This design comes from an exercise in tuning for small area, a short achievable clock period and few clock cycles per item on the open sky130 flow, not from production work.
At most, simulation tests tie the RTL to the original design; equivalence was not proved.
Only the layout flow was run in run 1; the RTL was not checked for function there.

==> flow/design.v (outline; a module is shown in full before it is edited, if it fits) <==
// module dds_sine_sample_generator: 1109 lines
module dds_sine_sample_generator (
    input  logic                  clk,
    input  logic                  rst_n,
    input  logic                  in_valid,
    output logic                  in_ready,
    input  logic                  restart,
    output logic                  out_valid,
    input  logic                  out_ready,
    output dds_pkg::code_t        sample,
    input  logic                  cfg_valid,
    output logic                  cfg_ready,
    input  logic [1:0]            cfg_index,
    input  logic [31:0]           cfg_data
);
  // ...
==> flow/flow/run.sh <==
#!/bin/bash
# Standard ORFS layout, with port buffers of a plain buffer cell and the
# setup repair aiming for margin below the clock period.
set -euo pipefail
bash standard.sh \
  "SETUP_SLACK_MARGIN=7.9" \
  "BUFFER_PORTS_ARGS=-buffer_cell sky130_fd_sc_hd__buf_2" \
  finish > standard_flow.log 2>&1
==> flow/standard.sh <==
#!/bin/bash
# synth_recipe.tcl (not shown) runs the flow's synth.tcl, then flattens the netlist and writes it again
# the make line also repeats each setting of config.mk as NAME=value (left out here)
make -C /OpenROAD-flow-scripts/flow DESIGN_CONFIG=/design/flow/config.mk WORK_HOME=/design/flow/orfs CLKGATE_MAP_FILE= SYNTH_SCRIPT=/design/flow/synth_recipe.tcl "${@:-finish}"
==> flow/config.mk <==
export PLATFORM = sky130hd
export DESIGN_NAME = dds_sine_sample_generator
export DESIGN_NICKNAME = dds_sine_sample_generator
export VERILOG_FILES = /design/flow/design.v
export SDC_FILE = /design/flow/constraint.sdc
export NUM_CORES = 4
export LEC_CHECK = 0
export CAP_MARGIN = 20
export CORE_MARGIN = 2
export CORE_UTILIZATION = 40
export SLEW_MARGIN = 20
==> flow/constraint.sdc <==
create_clock -name core_clock -period 11.0 [get_ports {clk}]
set_input_delay 2.2000 -clock core_clock [delete_from_list [all_inputs] [get_ports {clk}]]
set_output_delay 2.2000 -clock core_clock [all_outputs]
set_load 0.01 [all_outputs]
==> reports/metrics.yaml, run 1 <==
logic_synthesis:
  synth_edf_count: 131
  synth_fa_ha_area_frac: 0.242
  ys_seq_area_frac: 0.371
  synth_compound_area_frac: 0.101
  synth_top_area_cell: "edfxtp_1"
  synth_top_cells_by_area: "edfxtp_1 (23%), fa_1 (16%), dfrtp_1 (12%)"
floorplanning:
  die_x_um: 211
critical_path:
  r2r_setup_slack_ns: 7.56
  cp-end-kind: "register"
global_routing:
  grt_pass1_wl_mm: 62.6
sta:
  post-route-min-period_ns: 3.44
hold_path:
  min_to: "phase_acc_reg[18]$_DFFE_PN0P_"
final_layout:
  final-nonclk-buf-share: 0.0677
  multiInputGateArea_sq_mm: 0.0102
  postLayoutCellArea_sq_mm: 0.0203
  multi_input_area_share: 0.502
  layout_common_cells: "inv_1 (184), nand2_1 (137), edfxtp_1 (131)"
outcome:
  status: "timing/DRC/antenna clean"
cts:
  post_cts_buffers: 83
  cts_hold_buf: 0
placed_design:
  place_worst_setup_slack_ns: 7.12
==> inputs of run 2 (changes only) <==
--- a/flow/design.v
+++ b/flow/design.v
@@ -33,17 +33,18 @@
     logic [11:0] high_code_reg;
     logic [31:0] phase_acc_reg;
     logic [31:0] acc_sum;
     logic        in_ready_reg, in_busy_reg, in_fire;
     logic        v1_reg, v2_reg, v3_reg;
     logic        en1, en2, en3;
     logic [11:0] sine1_reg, lo1_reg, span1_reg;
     logic [23:0] row2a_reg, row2b_reg;
-    logic [23:0] x3_reg;
+    logic [11:0] xh3_reg;
+    logic        c3_reg;
     logic [11:0] head_reg, tail_reg;
     logic        head_v_reg, tail_v_reg;
     logic [11:0] rom_val, sine_next, lo_next, span_next;
     logic [23:0] row_a, row_b;
     logic [23:0] x_sum;
     logic [11:0] res;
     logic        wr, rd;
     logic        v1_next, v2_next, v3_next, head_v_next, tail_v_next;
@@ -1015,53 +1016,47 @@
     assign x_sum[16] = xs_p0_16^xs_G3_15;
     assign x_sum[17] = xs_p0_17^xs_G4_16;
     assign x_sum[18] = xs_p0_18^xs_G4_17;
     assign x_sum[19] = xs_p0_19^xs_G4_18;
     assign x_sum[20] = xs_p0_20^xs_G4_19;
     assign x_sum[21] = xs_p0_21^xs_G4_20;
     assign x_sum[22] = xs_p0_22^xs_G4_21;
     assign x_sum[23] = xs_p0_23^xs_G4_22;
-    always_ff @(posedge clk)
-    begin
-        if (en3)
-            x3_reg <= x_sum;
-    end
     logic        quo_c;
-    logic [11:0] x_hi_dec;
     logic [11:0] cc_unused;
     logic cc_g0_0, cc_p0_0, cc_g0_1, cc_p0_1, cc_g0_2, cc_p0_2, cc_g0_3, cc_p0_3, cc_g0_4, cc_p0_4, cc_g0_5, cc_p0_5, cc_g0_6, cc_p0_6, cc_g0_7, cc_p0_7;
     logic cc_g0_8, cc_p0_8, cc_g0_9, cc_p0_9, cc_g0_10, cc_p0_10, cc_g0_11, cc_p0_11, cc_gc, cc_G0_1, cc_P0_1, cc_G0_3, cc_P0_3, cc_G0_5, cc_P0_5, cc_G0_7;
     logic cc_P0_7, cc_G0_9, cc_P0_9, cc_G0_11, cc_P0_11, cc_G1_2, cc_P1_2, cc_G1_3, cc_P1_3, cc_G1_6, cc_P1_6, cc_G1_7, cc_P1_7, cc_G1_10, cc_P1_10, cc_G1_11;
     logic cc_P1_11, cc_G2_4, cc_P2_4, cc_G2_5, cc_P2_5, cc_G2_6, cc_P2_6, cc_G2_7, cc_P2_7, cc_G3_8, cc_P3_8, cc_G3_9, cc_P3_9, cc_G3_10, cc_P3_10, cc_G3_11;
     logic cc_P3_11;
-    assign cc_g0_0 = x3_reg[0]&x3_reg[12];
-    assign cc_p0_0 = x3_reg[0]^x3_reg[12];
-    assign cc_g0_1 = x3_reg[1]&x3_reg[13];
-    assign cc_p0_1 = x3_reg[1]^x3_reg[13];
-    assign cc_g0_2 = x3_reg[2]&x3_reg[14];
-    assign cc_p0_2 = x3_reg[2]^x3_reg[14];
-    assign cc_g0_3 = x3_reg[3]&x3_reg[15];
-    assign cc_p0_3 = x3_reg[3]^x3_reg[15];
-    assign cc_g0_4 = x3_reg[4]&x3_reg[16];
-    assign cc_p0_4 = x3_reg[4]^x3_reg[16];
-    assign cc_g0_5 = x3_reg[5]&x3_reg[17];
-    assign cc_p0_5 = x3_reg[5]^x3_reg[17];
-    assign cc_g0_6 = x3_reg[6]&x3_reg[18];
-    assign cc_p0_6 = x3_reg[6]^x3_reg[18];
-    assign cc_g0_7 = x3_reg[7]&x3_reg[19];
-    assign cc_p0_7 = x3_reg[7]^x3_reg[19];
-    assign cc_g0_8 = x3_reg[8]&x3_reg[20];
-    assign cc_p0_8 = x3_reg[8]^x3_reg[20];
-    assign cc_g0_9 = x3_reg[9]&x3_reg[21];
-    assign cc_p0_9 = x3_reg[9]^x3_reg[21];
-    assign cc_g0_10 = x3_reg[10]&x3_reg[22];
-    assign cc_p0_10 = x3_reg[10]^x3_reg[22];
-    assign cc_g0_11 = x3_reg[11]&x3_reg[23];
-    assign cc_p0_11 = x3_reg[11]^x3_reg[23];
+    assign cc_g0_0 = x_sum[0]&x_sum[12];
+    assign cc_p0_0 = x_sum[0]^x_sum[12];
+    assign cc_g0_1 = x_sum[1]&x_sum[13];
+    assign cc_p0_1 = x_sum[1]^x_sum[13];
+    assign cc_g0_2 = x_sum[2]&x_sum[14];
+    assign cc_p0_2 = x_sum[2]^x_sum[14];
+    assign cc_g0_3 = x_sum[3]&x_sum[15];
+    assign cc_p0_3 = x_sum[3]^x_sum[15];
+    assign cc_g0_4 = x_sum[4]&x_sum[16];
+    assign cc_p0_4 = x_sum[4]^x_sum[16];
+    assign cc_g0_5 = x_sum[5]&x_sum[17];
+    assign cc_p0_5 = x_sum[5]^x_sum[17];
+    assign cc_g0_6 = x_sum[6]&x_sum[18];
+    assign cc_p0_6 = x_sum[6]^x_sum[18];
+    assign cc_g0_7 = x_sum[7]&x_sum[19];
+    assign cc_p0_7 = x_sum[7]^x_sum[19];
+    assign cc_g0_8 = x_sum[8]&x_sum[20];
+    assign cc_p0_8 = x_sum[8]^x_sum[20];
+    assign cc_g0_9 = x_sum[9]&x_sum[21];
+    assign cc_p0_9 = x_sum[9]^x_sum[21];
+    assign cc_g0_10 = x_sum[10]&x_sum[22];
+    assign cc_p0_10 = x_sum[10]^x_sum[22];
+    assign cc_g0_11 = x_sum[11]&x_sum[23];
+    assign cc_p0_11 = x_sum[11]^x_sum[23];
     assign cc_gc = cc_g0_0|(cc_p0_0&1'b1);
     assign cc_G0_1 = cc_g0_1|(cc_p0_1&cc_gc);
     assign cc_P0_1 = cc_p0_1&cc_p0_0;
     assign cc_G0_3 = cc_g0_3|(cc_p0_3&cc_g0_2);
     assign cc_P0_3 = cc_p0_3&cc_p0_2;
     assign cc_G0_5 = cc_g0_5|(cc_p0_5&cc_g0_4);
     assign cc_P0_5 = cc_p0_5&cc_p0_4;
     assign cc_G0_7 = cc_g0_7|(cc_p0_7&cc_g0_6);
@@ -1106,18 +1101,25 @@
     assign cc_unused[5] = cc_p0_5^cc_G2_4;
     assign cc_unused[6] = cc_p0_6^cc_G2_5;
     assign cc_unused[7] = cc_p0_7^cc_G2_6;
     assign cc_unused[8] = cc_p0_8^cc_G2_7;
     assign cc_unused[9] = cc_p0_9^cc_G3_8;
     assign cc_unused[10] = cc_p0_10^cc_G3_9;
     assign cc_unused[11] = cc_p0_11^cc_G3_10;
     assign quo_c = cc_G3_11;
-    assign x_hi_dec = x3_reg[23:12] - 12'd1;
-    assign res = quo_c ? x3_reg[23:12] : x_hi_dec;
+    always_ff @(posedge clk)
+    begin
+        if (en3)
+        begin
+            xh3_reg <= x_sum[23:12];
+            c3_reg  <= quo_c;
+        end
+    end
+    assign res = c3_reg ? xh3_reg : xh3_reg - 12'd1;
     always_ff @(posedge clk)
     begin
         if (wr)
             tail_reg <= res;
         if (~head_v_reg | out_ready)
             head_reg <= tail_v_reg ? tail_reg : res;
     end
     assign out_valid = head_v_reg;
==> flow/flow/run.sh (replaced) <==
#!/bin/bash
# The standard layout (the standard.sh) with three changes to how it is
# made: port buffers use a plain buffer cell instead of the delay cell the
# resizer picks by default; setup repair aims at a margin below the clock
# period; and repair works on the worst path only (TNS_END_PERCENT).
set -euo pipefail
bash standard.sh \
  "SETUP_SLACK_MARGIN=7.6" \
  "TNS_END_PERCENT=100" \
  "BUFFER_PORTS_ARGS=-buffer_cell sky130_fd_sc_hd__buf_2" \
  finish > standard_flow.log 2>&1
==> run 2 against run 1 <==
Net effect:
- still clean
- maximum frequency is 6.8% lower
- non-clock buffer count is 18 lower
- synthesized cell count is 1.7% lower
- global-route usage is 0.18 points lower
- cell area is 5.5% lower
- first-iteration DRC count is 13% lower
- via count is 2.3% lower
- critical path depth is 6 higher
==> reports/metrics.yaml, run 2 <==
logic_synthesis:
  synthArstFlopShare: 0.442
  synthFlopType: "edfxtp_1"
  synthCells: 1592
  synthTopCellsByCount: "inv_1 (217), nand2_1 (153), fa_1 (133)"
  ys_seq_area_frac: 0.362  # -0.00841
  synth_top_area_frac: 0.218
  synth_top_area_cell: "edfxtp_1"
  yosys_warnings: 1
  syn_area_sq_mm: 0.0166
  syn_area_per_cell_sq_um: 10.4
  ys_ff_latch: 215
  synth_top_cells_by_area: "edfxtp_1 (22%), fa_1 (16%), dfrtp_1 (12%)"
  synth_most_common_cell: "inv_1"
  synth_edf_count: 120  # -8.4%
  synthesis.nets: 1883
  synth_cell_types: 73
floorplanning:
  die_x_um: 207  # -1.5%
  fp.dieH_um: 207
  start_util: 0.406
  io_pins: 55
  fp.dieArea_sq_mm: 0.0430
  core_area_sq_mm: 0.0408
  std_cell_rows: 74
placed_design:
  dp_hpwl_mm: 26.8
  gp_congestion: 0.857
  io_buffers: 53
  place_worst_setup_slack_ns: 6.88  # -0.244 ns
  placed_cell_area_sq_mm: 0.0174
final_layout:
  fillerInstances: 3799
  antenna_cells: 0
  fin_util: 0.471
  layout_common_cells: "inv_1 (190), nand2_1 (141), edfxtp_1 (120)"
  drive_gt1_frac: 0.231
  finish.net_count: 1991
  final_common_cell: "inv_1"
  syn2layout_area_growth_pct: 16.1
  postLayoutCellArea_sq_mm: 0.0192  # -5.5%
routing:
  wirelength_mm: 37.0
  post-route-drc-count: 0
  firstDrtPassIters: 5
  routedWlPerCell_um: 16.5
  drtIter0Drc: 649
  ant_nets: 0
  via_count: 11600
  via_per_inst: 5.15
outcome:
  status: "timing/DRC/antenna clean"
flow_run:
  drv_cap: 0
global_routing:
  grt_pass1_vias: 11900
  grt_pass1_wl_mm: 61.2  # -2.1%
  track_usage: 0.174
  grt_overflow_total: 0
  antenna_found_initial: 2
  grt_max_degree: 76
sta:
  slew_violations: 0
  post-route-min-period_ns: 3.69  # +0.251 ns
  fin_tns_setup_ns: 0
  rsz0062_at_grt: "yes"
  tightest_slew_ns: 1.03
  relSlewSlack: 0.313
  setup_viol: 0
  hold_viol_final: 0
  fin_ws_ns: 7.31
  fmax_ghz: 0.271
  finalCritPeriodShare: 0.335
  clock_skew_ns: 0.0182
cts:
  ctsLongestPathBuffers: 3
  worstSkewPairLatency_ns: 0.53
  numCtsBuffers: 24
  cts_sinks: 215
  cts_max_level: 1
  cts.clk_slew.worst_paths_ns: 0.06
  cts_tree: "built"
  cts_root_buf: "clkbuf_16"
  cts_hold_buf: 0  # unchanged
critical_path:
  critPathArrivalTime_ns: 3.94
  cp_slowest_cell: "fa_2"
  crit_path_start_kind: "register"
  cp_common_cell: "a21o_1"
  worstPathRequired_ns: 11.25
  cp-end-kind: "register"
  path_class: "reg2reg"
  slowest_delay_ns: 0.41
  critical_path.max_fanout: 3
  path_cells: "fa_2 -> a21o_1 -> a21oi_4 -> o21ai_2 -> a41oi_2 -> o21a_2 -> o21ai_4 -> a21oi_2 -> o21ai_1 -> xor2_1 -> ha_1 -> a21o_1 -> a21o_1 -> a221oi_2 -> o221ai_1"
hold_path:
  hold_class: "reg2reg"
## run 2: logic make-up after synthesis
| family | Yosys count | share of synthesized area |
|---|---|---|
| and+or+nand+nor | 392 | 0.114 |
| buffers and inverters | 288 | 0.0657 |
| AOI/OAI and AO/OA | 287 | 0.111 |
| adders and majority gates | 251 | 0.250 |
| DFF | 215 | 0.362 |
| muxes | 93 | 0.0621 |
| xor gates and xnor gates | 65 | 0.0353 |
| other | 1 | 0.000226 |
## run 2: worst max-delay path: cells and delay by family, from the launching register on
family	cells	cell delay [ns]
AO/OA/AOI/OAI	12	2.07
adder cells (fa/ha/maj)	2	0.71
flip-flops	1	0.40
XOR/XNOR	1	0.23
## run 2: path summary, 6_finish.rpt
path	from	endpoint	slack, ns	cells after the start
max in group asynchronous	rst_n	low_code_reg[9]$_DFFE_PN0P_	8.46	2
setup / recovery	row2b_reg[1]$_DFFE_PN_	c3_reg$_DFFE_PN_	7.31	15
hold reg to reg	phase_acc_reg[15]$_DFFE_PN0P_	phase_acc_reg[15]$_DFFE_PN0P_	0.48	2
min in group asynchronous	rst_n	phase_step_reg[22]$_DFFE_PN0P_	1.55	1
hold / removal	phase_acc_reg[15]$_DFFE_PN0P_	phase_acc_reg[15]$_DFFE_PN0P_	0.48	2
setup reg to reg	row2b_reg[1]$_DFFE_PN_	c3_reg$_DFFE_PN_	7.31	15
## run 2: per-stage QoR
step	hold WS, ns	cells
detailed placement	0.478	2119
CTS	0.492	2236
floorplan	0.426	1592
finish	0.485	2249
global placement	0.466	2119
global route	0.512	2249
## run 2: cell type report
class	instances	area, sq um	area share
Timing Repair Buffer	151	1100	0.0570
Clock buffer	37	724	0.0377
Inverter	218	821	0.0427
Multi-Input combinational cell	1090	9830	0.512
Clock inverter	6	81.3	0.00423
Tap cell	532	666	0.0346
Sequential cell	215	6000	0.312
## run 2: routing by layer
layer | part of all wire | track usage
met1 | 0.45 | 0.234
met2 | 0.48 | 0.295
met3 | 0.043 | 0.0259
met4 | 0.025 | 0.0426
met5 | 0.00057 | 0
## run 2: what timing repair did
item | 4_1_cts | 5_1_grt
buffers inserted | 73 | 13
resized for setup | 66 | 62
gates cloned | 1 | 0
endpoints found under the setup margin | 36 | 34
pin swaps | 73 | 45
Testbench counts of run 2, summed over its fixed seeds: cycles 16,016, items 16,000.
==> inputs of run 3 (changes only) <==
--- a/flow/flow/run.sh
+++ b/flow/flow/run.sh
@@ -5,7 +5,8 @@
 # period; and repair works on the worst path only (TNS_END_PERCENT).
 set -euo pipefail
 bash standard.sh \
-  "SETUP_SLACK_MARGIN=7.6" \
+  "SETUP_SLACK_MARGIN=7.4" \
   "TNS_END_PERCENT=100" \
+  "ADDER_MAP_FILE=" \
   "BUFFER_PORTS_ARGS=-buffer_cell sky130_fd_sc_hd__buf_2" \
   finish > standard_flow.log 2>&1
==> run 3 against run 2 <==
Net effect:
- synthesized cell count increased by 41%
- sequential cell count stayed put
- routed wire length is 33% higher
- clock skew rose by 0.0031 ns
- count of clock-buffer cells in the layout fell by 6
- first-iteration DRC count rose by 82%
==> reports/metrics.yaml, run 3 <==
outcome:
  status: "timing/DRC/antenna clean"
cts:
  cts_tree: "built"
  cts_sinks: 215  # unchanged
  cts_max_level: 1  # unchanged
  ctsLongestPathBuffers: 3  # unchanged
  worstSkewPairLatency_ns: 0.54  # about the same
  cts.clk_slew.worst_paths_ns: 0.06  # about the same
  cts_hold_buf: 0  # unchanged
  cts_root_buf: "clkbuf_16"
  numCtsBuffers: 24  # unchanged
routing:
  ant_nets: 0  # unchanged
  wirelength_mm: 49.1  # +33%
  firstDrtPassIters: 5  # unchanged
  via_per_inst: 5.64  # +9.6%
  routedWlPerCell_um: 16.9  # +2.9%
  post-route-drc-count: 0  # unchanged
  drtIter0Drc: 1181  # +82%
  via_count: 16300  # +41%
global_routing:
  grt_overflow_total: 0  # unchanged
  grt_max_degree: 73  # -3.9%
  grt_pass1_vias: 15200  # +28%
  antenna_found_initial: 0  # -2
  track_usage: 0.190  # +0.0164
  grt_pass1_wl_mm: 77.8  # +27%
critical_path:
  slowest_delay_ns: 0.44  # +0.03 ns
  crit_buf_inv: 0  # unchanged
  crit_path_start_kind: "register"
  path_cells: "a31oi_4 -> o31ai_4 -> maj3_2 -> a31o_4 -> maj3_2 -> a22oi_2 -> nor2_4 -> o2bb2ai_4 -> maj3_2 -> maj3_2 -> maj3_2 -> mux2i_1 -> nand4_1"
  critPathArrivalTime_ns: 4.08  # +0.14 ns
  worstPathRequired_ns: 11.41  # +0.16 ns
  cp_slowest_cell: "dfrtp_2"
  cp_common_cell: "maj3_2"
  critPathTopFamily: "adder cells"
  cp-end-kind: "register"
  path_class: "reg2reg"
  critical_path.max_fanout: 7  # +4
sta:
  hold_viol_final: 0  # unchanged
  rsz0062_at_grt: "yes"
  tightest_slew_ns: 1.06  # +0.0294 ns
  slew_violations: 0  # unchanged
  timing.hold.ws_ns: 0.487  # +0.00215 ns
  finalCritPeriodShare: 0.334  # -0.00182
  clock_skew_ns: 0.0213  # +0.00305 ns
  setup_viol: 0  # unchanged
  fmax_ghz: 0.273  # +0.55%
  fin_tns_setup_ns: 0  # unchanged
  relSlewSlack: 0.292  # -0.0214
  post-route-min-period_ns: 3.67  # -0.0200 ns
floorplanning:
  start_util: 0.405  # -0.000411
  core_area_sq_mm: 0.0465  # +14%
  fp.dieH_um: 221  # +6.5%
  io_pins: 55  # unchanged
  die_x_um: 221  # +6.5%
  std_cell_rows: 79  # +6.8%
  fp.dieArea_sq_mm: 0.0488  # +13%
final_layout:
  layout_common_cells: "nand2_1 (328), xnor2_1 (233), nor2_1 (184)"
  finish.net_count: 2311  # +16%
  antenna_cells: 0  # unchanged
  drive_gt1_frac: 0.176  # -0.0547
  fin_util: 0.460  # -0.0102
  fillerInstances: 4508  # +19%
  regArea_sq_mm: 0.00601  # +0.13%
  final_common_cell: "nand2_1"
  fin_cells: 2896  # +29%
  syn2layout_area_growth_pct: 13.7
  multiInputGateArea_sq_mm: 0.0124  # +26%
placed_design:
  placed_cells: 2758  # +30%
  gp_congestion: 0.909  # +6.2%
  io_buffers: 53  # unchanged
  dp_hpwl_mm: 33.9  # +26%
logic_synthesis:
  yosys_warnings: 1  # unchanged
  synthFlopType: "edfxtp_1"
  synth_top_cells_by_area: "edfxtp_1 (19%), xnor2_1 (11%), dfrtp_1 (11%)"
  synthTopCellsByCount: "nand2_1 (328), xnor2_1 (235), nor2_1 (186)"
  synth_cell_types: 90  # +23%
  syn_area_per_cell_sq_um: 8.40  # -19%
  synth_edf_count: 120  # unchanged
  synthesis.nets: 2280  # +21%
  ys_ff_latch: 215  # unchanged
  synth_top_area_cell: "edfxtp_1"
  syn_area_sq_mm: 0.0188  # +14%
  synth_top_area_frac: 0.191  # -0.0262
  synthCells: 2240  # +41%
  synth_most_common_cell: "nand2_1"
  ys_seq_area_frac: 0.319  # -0.0435
  synthArstFlopShare: 0.442  # unchanged
flow_run:
  drv_cap: 0  # unchanged
hold_path:
  hold_class: "reg2reg"
[run 3: changes by cell type after synthesis, sizes merged, moves of 22 or more]
cell	previous run	this run
and2	71	18
a21oi	79	143
clkbuf	59	136
xor2	19	114
o22ai	1	23
xnor2	46	237
o21ai	82	157
nor2	62	187
inv	218	48
nand2	153	328
maj3	0	129
ha	118	0
fa	133	0
[run 3: tightest hold or removal path: stages, from the launching register on]
cell     delay, ns
dfrtp_1       0.33
nand2_1       0.05
nand2_1       0.07
[run 3: final timing paths]
check                                        startpoint  cells after the start                             end  slack, ns
min in group asynchronous                         rst_n                      1  phase_step_reg[18]$_DFFE_PN0P_       1.55
setup reg to reg           phase_acc_reg[0]$_DFFE_PN0P_                     13   phase_acc_reg[23]$_DFFE_PN0P_       7.33
setup / recovery           phase_acc_reg[0]$_DFFE_PN0P_                     13   phase_acc_reg[23]$_DFFE_PN0P_       7.33
hold / removal                         v1_reg$_DFF_PN0_                      2                v1_reg$_DFF_PN0_       0.49
max in group asynchronous                         rst_n                      2     low_code_reg[2]$_DFFE_PN0P_       8.13
hold reg to reg                        v1_reg$_DFF_PN0_                      2                v1_reg$_DFF_PN0_       0.49
[run 3: logic make-up (layout without fill, tap and decap cells)]
group	after synthesis	count (layout)	synth area share
simple gates	700	700	0.163
flops	215	215	0.319
mux	118	118	0.0685
compound gates	518	518	0.172
xor+xnor	353	353	0.167
other cells	1	1	0.000199
fa+ha+maj	129	129	0.0693
buf+inv	206	255	0.0414
[run 3: layout make-up]
type / instances / area share
clock buffers: 31 / 0.0293
clock inverters: 13 / 0.00708
inverters: 49 / 0.00912
multi-input cells: 1819 / 0.581
flip-flops and latches: 215 / 0.281
well taps: 607 / 0.0355
repair buffers: 161 / 0.0568
repair inverters: 1 / 0.000351
[run 3: metal layers]
layer | routed length, um | vias up | track usage
li1 | - | 7958 | -
met1 | 21400 | 7844 | 0.250
met2 | 24000 | 440 | 0.329
met3 | 2430 | 98 | 0.0220
met4 | 1260 | 0 | 0.0533
met5 | 0 | - | 0
[run 3: through the flow]
step	worst slack, ns	cell area, sq um
floorplan	7.40	18900
global route	7.21	21400
finish	7.33	21400
global placement	6.75	19400
detailed placement	6.61	19400
CTS	7.33	20800
[run 3: what timing repair did]
action	CTS	global route
pin swaps	23	36
gates resized for setup	44	43
hold endpoints to repair	0	0
endpoints found under the setup margin	33	54
setup buffers	42	50
cloned	2	0
==> inputs of run 4 (changes only) <==
--- a/flow/flow/run.sh
+++ b/flow/flow/run.sh
@@ -7,6 +7,5 @@
 bash standard.sh \
   "SETUP_SLACK_MARGIN=7.4" \
   "TNS_END_PERCENT=100" \
-  "ADDER_MAP_FILE=" \
   "BUFFER_PORTS_ARGS=-buffer_cell sky130_fd_sc_hd__buf_2" \
   finish > standard_flow.log 2>&1
==> run 4 against run 3 <==
Net effect:
- largest cell class unchanged
- via count down 30%
- global-route usage down 1.9 points
- critical path type unchanged
- maximum frequency up 1.6%
==> reports/metrics.yaml, run 4 <==
routing:
  wl_met3_mm: 1.73  # -29%
  drtIter0Drc: 622  # -47%
  met1_length_mm: 16.4  # -24%
  post-route-drc-count: 0  # unchanged
  wl_met2_mm: 18.0  # -25%
  routedWlPerCell_um: 16.6  # -2.3%
  ant_nets: 0  # unchanged
  via_per_inst: 5.13  # -9.1%
  via_count: 11400  # -30%
  wirelength_mm: 37.0  # -25%
  firstDrtPassIters: 5  # unchanged
  top_layer_used: "met5"
final_layout:
  drive_gt1_frac: 0.177  # +0.000667
  antenna_cells: 0  # unchanged
  finish.net_count: 1972  # -15%
  postLayoutCellArea_sq_mm: 0.0188  # -12%
  final_common_cell: "inv_1"
  layout_common_cells: "inv_1 (217), nand2_1 (147), fa_1 (124)"
  fin_util: 0.461  # +0.000685
  fillerInstances: 3742  # -17%
  syn2layout_area_growth_pct: 13.7  # about the same
hold_path:
  hold_class: "reg2reg"
  min_to: "phase_acc_reg[22]$_DFFE_PN0P_"
  min_from: "phase_acc_reg[22]$_DFFE_PN0P_"
  min_path_cells: 2  # unchanged
global_routing:
  grt_pass1_vias: 11600  # -24%
  grt_pass1_wl_mm: 60.5  # -22%
  track_usage: 0.171  # -0.0189
  grt_overflow_total: 0  # unchanged
  antenna_found_initial: 4  # +4
  grt_max_degree: 65  # -11%
cts:
  cts_max_level: 1  # unchanged
  cts_sinks: 215  # unchanged
  cts_tree: "built"
  numCtsBuffers: 24  # unchanged
  cts_root_buf: "clkbuf_16"
  cts.clk_slew.worst_paths_ns: 0.06  # about the same
  cts_hold_buf: 0  # unchanged
  worstSkewPairLatency_ns: 0.55  # about the same
  ctsLongestPathBuffers: 3  # unchanged
sta:
  post-route-min-period_ns: 3.61  # -0.0565 ns
  slew_violations: 0  # unchanged
  tightest_slew_ns: 1.04  # -0.0216 ns
  rsz0062_at_grt: "yes"
  fin_tns_setup_ns: 0  # unchanged
  finalCritPeriodShare: 0.328  # -0.00513
  relSlewSlack: 0.308  # +0.0162
  setup_viol: 0  # unchanged
  clock_skew_ns: 0.0326  # +0.0113 ns
  fmax_ghz: 0.277  # +1.6%
  hold_viol_final: 0  # unchanged
logic_synthesis:
  syn_area_sq_mm: 0.0166  # -12%
  synthCells: 1592  # -29%
  ys_ff_latch: 215  # unchanged
  synth_top_cells_by_area: "edfxtp_1 (22%), fa_1 (16%), dfrtp_1 (12%)"
  synthesis.nets: 1883  # -17%
  syn_area_per_cell_sq_um: 10.4  # +24%
  synth_cell_types: 73  # -19%
  synthTopCellsByCount: "inv_1 (217), nand2_1 (153), fa_1 (133)"
  synth_most_common_cell: "inv_1"
  synthArstFlopShare: 0.442  # unchanged
  synthFlopType: "edfxtp_1"
  ys_seq_area_frac: 0.362  # +0.0435
  synth_edf_count: 120  # unchanged
  synth_top_area_cell: "edfxtp_1"
  synth_top_area_frac: 0.218  # +0.0262
  yosys_warnings: 1  # unchanged
placed_design:
  placed_cell_area_sq_mm: 0.0174  # -11%
  io_buffers: 53  # unchanged
  dp_hpwl_mm: 26.8  # -21%
  gp_congestion: 0.832  # -8.5%
floorplanning:
  io_pins: 55  # unchanged
  core_area_sq_mm: 0.0408  # -12%
  fp.dieArea_sq_mm: 0.0430  # -12%
  start_util: 0.406  # +0.000411
  die_x_um: 207  # -6.1%
  fp.dieH_um: 207  # -6.1%
  std_cell_rows: 74  # -6.3%
critical_path:
  critical_path.max_fanout: 3  # -4
  r2r-start: "row2b_reg[5]$_DFFE_PN_"
  path_class: "reg2reg"
  critPathArrivalTime_ns: 3.87  # -0.21 ns
  worstPathRequired_ns: 11.26  # -0.15 ns
  rr_worst_depth: 15  # +2
  crit_path_start_kind: "register"
  rr_endpoint: "c3_reg$_DFFE_PN_"
  cp-end-kind: "register"
  r2r_setup_slack_ns: 7.39  # +0.06 ns
flow_run:
  drv_cap: 0  # unchanged
outcome:
  status: "timing/DRC/antenna clean"
-- run 4: per-layer routing --
layer | GRT usage | up-vias
li1 | - | 5536
met1 | 0.230 | 5574
met2 | 0.295 | 263
met3 | 0.0251 | 64
met4 | 0.0330 | 8
met5 | 0 | -
-- run 4: worst max-delay path by stage --
stage,depth (start not counted),end,from,slack [ns]
2_1_floorplan,15,c3_reg$_DFFE_PN_,row2a_reg[1]$_DFFE_PN_,7.41
3_3_place_gp,15,c3_reg$_DFFE_PN_,row2a_reg[1]$_DFFE_PN_,7.06
3_5_place_dp,15,c3_reg$_DFFE_PN_,row2a_reg[1]$_DFFE_PN_,6.99
4_1_cts,15,c3_reg$_DFFE_PN_,row2a_reg[1]$_DFFE_PN_,7.25
5_1_grt,15,c3_reg$_DFFE_PN_,row2b_reg[5]$_DFFE_PN_,7.21
6_report,15,c3_reg$_DFFE_PN_,row2b_reg[5]$_DFFE_PN_,7.39
-- run 4: kinds of logic (layout without fill, tap and decap cells) --
| family | count (synthesis) | in the layout | synth area share |
|---|---|---|---|
| AOI/OAI and AO/OA | 287 | 287 | 0.111 |
| xor gates and xnor gates | 65 | 65 | 0.0353 |
| adders and majority gates | 251 | 251 | 0.250 |
| buffers and inverters | 288 | 393 | 0.0657 |
| DFF | 215 | 215 | 0.362 |
| muxes | 93 | 93 | 0.0621 |
| other | 1 | 1 | 0.000226 |
| and+or+nand+nor | 392 | 394 | 0.114 |
-- run 4: metrics by stage --
step                      setup WS, ns  hold WS [ns]  std cells
after CTS                         7.25         0.488       2210
after global placement            7.06         0.467       2120
after floorplan                   7.41         0.426       1592
after global routing              7.21         0.503       2231
final                             7.39         0.486       2231
after detailed placement          6.99         0.476       2120
-- run 4: worst max-delay path, cell delays in order, from the launching register on --
cell and delay [ns]:
edfxtp_1 0.41, ha_4 0.27, or4_4 0.51, nand3_2 0.08, a21oi_1 0.06, a41oi_2 0.25
o21a_2 0.21, o21ai_4 0.09, a21oi_2 0.19, o21ai_2 0.07, xor2_1 0.20, ha_1 0.29
a21o_1 0.17, a21o_1 0.18, a221oi_2 0.22, o221ai_1 0.14
-- run 4: final cells by class --
cell class                 instances  area (sq um)  share of cell area
timing repair buffer             131           885              0.0470
inverter                         218           818              0.0435
clock buffer                      38           734              0.0390
tap                              532           666              0.0353
multi-input combinational       1091          9690               0.514
clock inverter                     6          43.8             0.00233
sequential                       215          6000               0.319
-- run 4: timing repair --
item                       in CTS  in global routing
setup endpoints to repair      30                 24
resized for setup               5                 36
pin swaps                       3                 29
setup buffers                  45                 20
cloned                          1                  1
==> inputs of run 5 (changes only) <==
==> flow/flow/run.sh (replaced) <==
#!/bin/bash
set -euo pipefail
bash standard.sh \
  "SETUP_SLACK_MARGIN=7.4" \
  "CORE_UTILIZATION=60" \
  "BUFFER_PORTS_ARGS=-buffer_cell sky130_fd_sc_hd__buf_2" \
  finish > standard_flow.log 2>&1
==> run 5 against run 4 <==
Net effect:
- hold slack lost 0.0048 ns
- utilization grew 23 points
- global-route usage grew 9.0 points
- largest cell class unchanged
- cell count shrank 7.7%
==> reports/metrics.yaml, run 5 <==
critical_path:
  crit_path_start_kind: "register"
  r2r_setup_slack_ns: 7.41  # +0.02 ns
  slowest_delay_ns: 0.42  # -0.09 ns
  worstPathRequired_ns: 11.25  # about the same
  cp_slowest_cell: "edfxtp_1"
  rr_endpoint: "c3_reg$_DFFE_PN_"
  path_cells: "fa_2 -> a21o_1 -> a21oi_2 -> o21bai_1 -> a21oi_2 -> nor2b_2 -> o21ai_1 -> nand2_1 -> fa_2 -> xor2_1 -> ha_1 -> a21o_1 -> a21o_1 -> a221oi_2 -> o221ai_1"
  cp_common_cell: "a21o_1"
  critPathArrivalTime_ns: 3.84  # -0.03 ns
  rr_worst_depth: 15  # unchanged
  r2r-start: "row2a_reg[0]$_DFFE_PN_"
  critical_path.max_fanout: 3  # unchanged
  cp-end-kind: "register"
  path_class: "reg2reg"
logic_synthesis:
  syn_area_sq_mm: 0.0166  # unchanged
  ys_ff_latch: 215  # unchanged
  synth_top_area_frac: 0.218  # unchanged
  synthCells: 1592  # unchanged
  synthArstFlopShare: 0.442  # unchanged
  synthTopCellsByCount: "inv_1 (217), nand2_1 (153), fa_1 (133)"
  synthFlopType: "edfxtp_1"
  synth_most_common_cell: "inv_1"
  synth_cell_types: 73  # unchanged
  syn_area_per_cell_sq_um: 10.4  # unchanged
  yosys_warnings: 1  # unchanged
  synthesis.nets: 1883  # unchanged
  synth_edf_count: 120  # unchanged
  synth_top_cells_by_area: "edfxtp_1 (22%), fa_1 (16%), dfrtp_1 (12%)"
  synth_top_area_cell: "edfxtp_1"
  ys_seq_area_frac: 0.362  # unchanged
sta:
  tightest_slew_ns: 0.818  # -0.218 ns
  slew_violations: 0  # unchanged
  post-route-min-period_ns: 3.59  # -0.0174 ns
  hold_viol_final: 0  # unchanged
  clock_skew_ns: 0.00970  # -0.0229 ns
  finalCritPeriodShare: 0.327  # -0.00158
  setup_viol: 0  # unchanged
  relSlewSlack: 0.448  # +0.140
  rsz0062_at_grt: "yes"
  fin_tns_setup_ns: 0  # unchanged
  fmax_ghz: 0.278  # +0.48%
hold_path:
  min_from: "phase_acc_reg[22]$_DFFE_PN0P_"
  min_path_cells: 2  # unchanged
  hold_class: "reg2reg"
  min_to: "phase_acc_reg[22]$_DFFE_PN0P_"
cts:
  ctsLongestPathBuffers: 3  # unchanged
  cts_tree: "built"
  numCtsBuffers: 25  # +4.2%
  worstSkewPairLatency_ns: 0.52  # -0.03 ns
  cts_sinks: 215  # unchanged
  cts_root_buf: "clkbuf_16"
  cts_hold_buf: 0  # unchanged
  cts_max_level: 1  # unchanged
  cts.clk_slew.worst_paths_ns: 0.06  # about the same
routing:
  via_per_inst: 5.62  # +9.5%
  via_count: 11600  # +1.0%
  drtIter0Drc: 791  # +27%
  wl_met3_mm: 1.70  # -1.3%
  routedWlPerCell_um: 17.7  # +6.8%
  top_layer_used: "met5"
  ant_nets: 0  # unchanged
  met1_length_mm: 15.9  # -3.1%
  wl_met2_mm: 17.7  # -1.7%
  firstDrtPassIters: 5  # unchanged
  wirelength_mm: 36.4  # -1.4%
  post-route-drc-count: 0  # unchanged
floorplanning:
  io_pins: 55  # unchanged
  start_util: 0.613  # +0.207
  die_x_um: 170  # -18%
  fp.dieH_um: 170  # -18%
  fp.dieArea_sq_mm: 0.0289  # -33%
  core_area_sq_mm: 0.0270  # -34%
  std_cell_rows: 60  # -19%
placed_design:
  dp_hpwl_mm: 26.2  # -2.2%
  placed_cells: 1929  # -9.0%
  io_buffers: 53  # unchanged
  gp_congestion: 0.883  # +6.1%
final_layout:
  fin_cells: 2059  # -7.7%
  antenna_cells: 0  # unchanged
  layout_common_cells: "inv_1 (214), nand2_1 (148), fa_1 (120), edfxtp_1 (120), ha_1 (117)"
  finish.net_count: 1991  # +0.96%
  syn2layout_area_growth_pct: 13.2
  final_common_cell: "inv_1"
  drive_gt1_frac: 0.189  # +0.0120
global_routing:
  grt_pass1_vias: 11700  # +1.3%
  grt_max_degree: 65  # unchanged
  track_usage: 0.261  # +0.0896
  antenna_found_initial: 2  # -2
  grt_pass1_wl_mm: 60.0  # -0.78%
  grt_overflow_total: 0  # unchanged
outcome:
  status: "timing/DRC/antenna clean"
flow_run:
  drv_cap: 0  # unchanged
## run 5: cell counts after synthesis
Identical to the previous run, type by type.
## run 5: kinds of logic (layout without fill, tap and decap cells)
group,after synthesis,after routing,synth area share
AOI/OAI and AO/OA,287,287,0.111
and+or+nand+nor,392,392,0.114
DFF,215,215,0.362
other,1,1,0.000226
xor gates and xnor gates,65,65,0.0353
buffers and inverters,288,414,0.0657
adders and majority gates,251,251,0.250
muxes,93,93,0.0621
## run 5: routing by layer
layer  vias to the layer above  global-route usage
met4                         4              0.0836
met3                        75              0.0328
li1                       5582                   -
met5                         -                   0
met2                       276               0.443
met1                      5625               0.351
## run 5: timing repair
item,CTS,global route
gates cloned,0,1
setup buffers,60,24
endpoints found under the setup margin,25,20
pin swaps,3,32
gates resized for setup,7,42
## run 5: area by class of cell
type	instances	area (sq um)
flip-flops and latches	215	6000
inverters	218	818
clock inverters	10	53.8
clock buffers	35	707
fillers	2104	8280
repair buffers	151	1080
well taps	341	427
multi-input cells	1089	9660
## run 5: per-stage QoR
step                hold WS, ns  cell area, sq um  worst slack [ns]   util
finish                    0.481             18700              7.41  0.693
global route              0.510             18700              7.28  0.693
CTS                       0.487             18400              7.24  0.681
detailed placement        0.476             17100              7.03  0.633
global placement          0.465             17100              7.13  0.633
floorplan                 0.426             16600              7.41      -
## run 5: worst max path at each step
stage / from / end / slack, ns
after floorplan: row2a_reg[1]$_DFFE_PN_ / c3_reg$_DFFE_PN_ / 7.41
after global placement: row2a_reg[1]$_DFFE_PN_ / c3_reg$_DFFE_PN_ / 7.13
after detailed placement: row2a_reg[1]$_DFFE_PN_ / c3_reg$_DFFE_PN_ / 7.03
after CTS: row2a_reg[5]$_DFFE_PN_ / c3_reg$_DFFE_PN_ / 7.24
after global routing: row2a_reg[0]$_DFFE_PN_ / c3_reg$_DFFE_PN_ / 7.28
final: row2a_reg[0]$_DFFE_PN_ / c3_reg$_DFFE_PN_ / 7.41
## run 5: critical path: cells and delay by family, from the launching register on
kind	cells	cell delay (ns)
AOI/OAI and AO/OA	9	1.53
xor gates and xnor gates	1	0.16
and+or+nand+nor	2	0.16
adders and majority gates	3	1.06
DFF	1	0.42

==> re-timing with driven ports <==
The results above use ideal ports. As a check the final layouts listed here were re-extracted and re-timed, cells and wires unchanged.
Step 1, drivers: a clkbuf_16 drives clk and a buf_2 each remaining input, both assumed.
Step 2, shift: input delay + t, output delay - t, t = (earliest + latest rising clock arrival at the registers) / 2. This alone moves slack from input paths to output paths.
Slacks: ideal / step 1 / step 2; pairs: ideal / step 1.
run	t (ns)	setup slack, ns	hold WS [ns]	worst register clock-pin slew, ns	cell pins on the clock port's net
run 1	0.581	7.562 / 7.562 / 7.466	0.483 / 0.483 / 0.483	0.06 / 0.06	1
run 2	0.573	7.311 / 7.311 / 7.311	0.485 / 0.485 / 0.485	0.06 / 0.06	1
run 3	0.591	7.331 / 7.331 / 7.109	0.487 / 0.487 / 0.487	0.06 / 0.06	1
run 4	0.589	7.388 / 7.388 / 7.225	0.486 / 0.486 / 0.486	0.07 / 0.07	1
run 5	0.561	7.405 / 7.405 / 7.243	0.481 / 0.481 / 0.481	0.06 / 0.06	1
After both steps setup and hold are still met in every run listed. The setup slack of run 3, which loses most, moves by 0.000 ns with the drivers and by -0.222 ns with both steps.
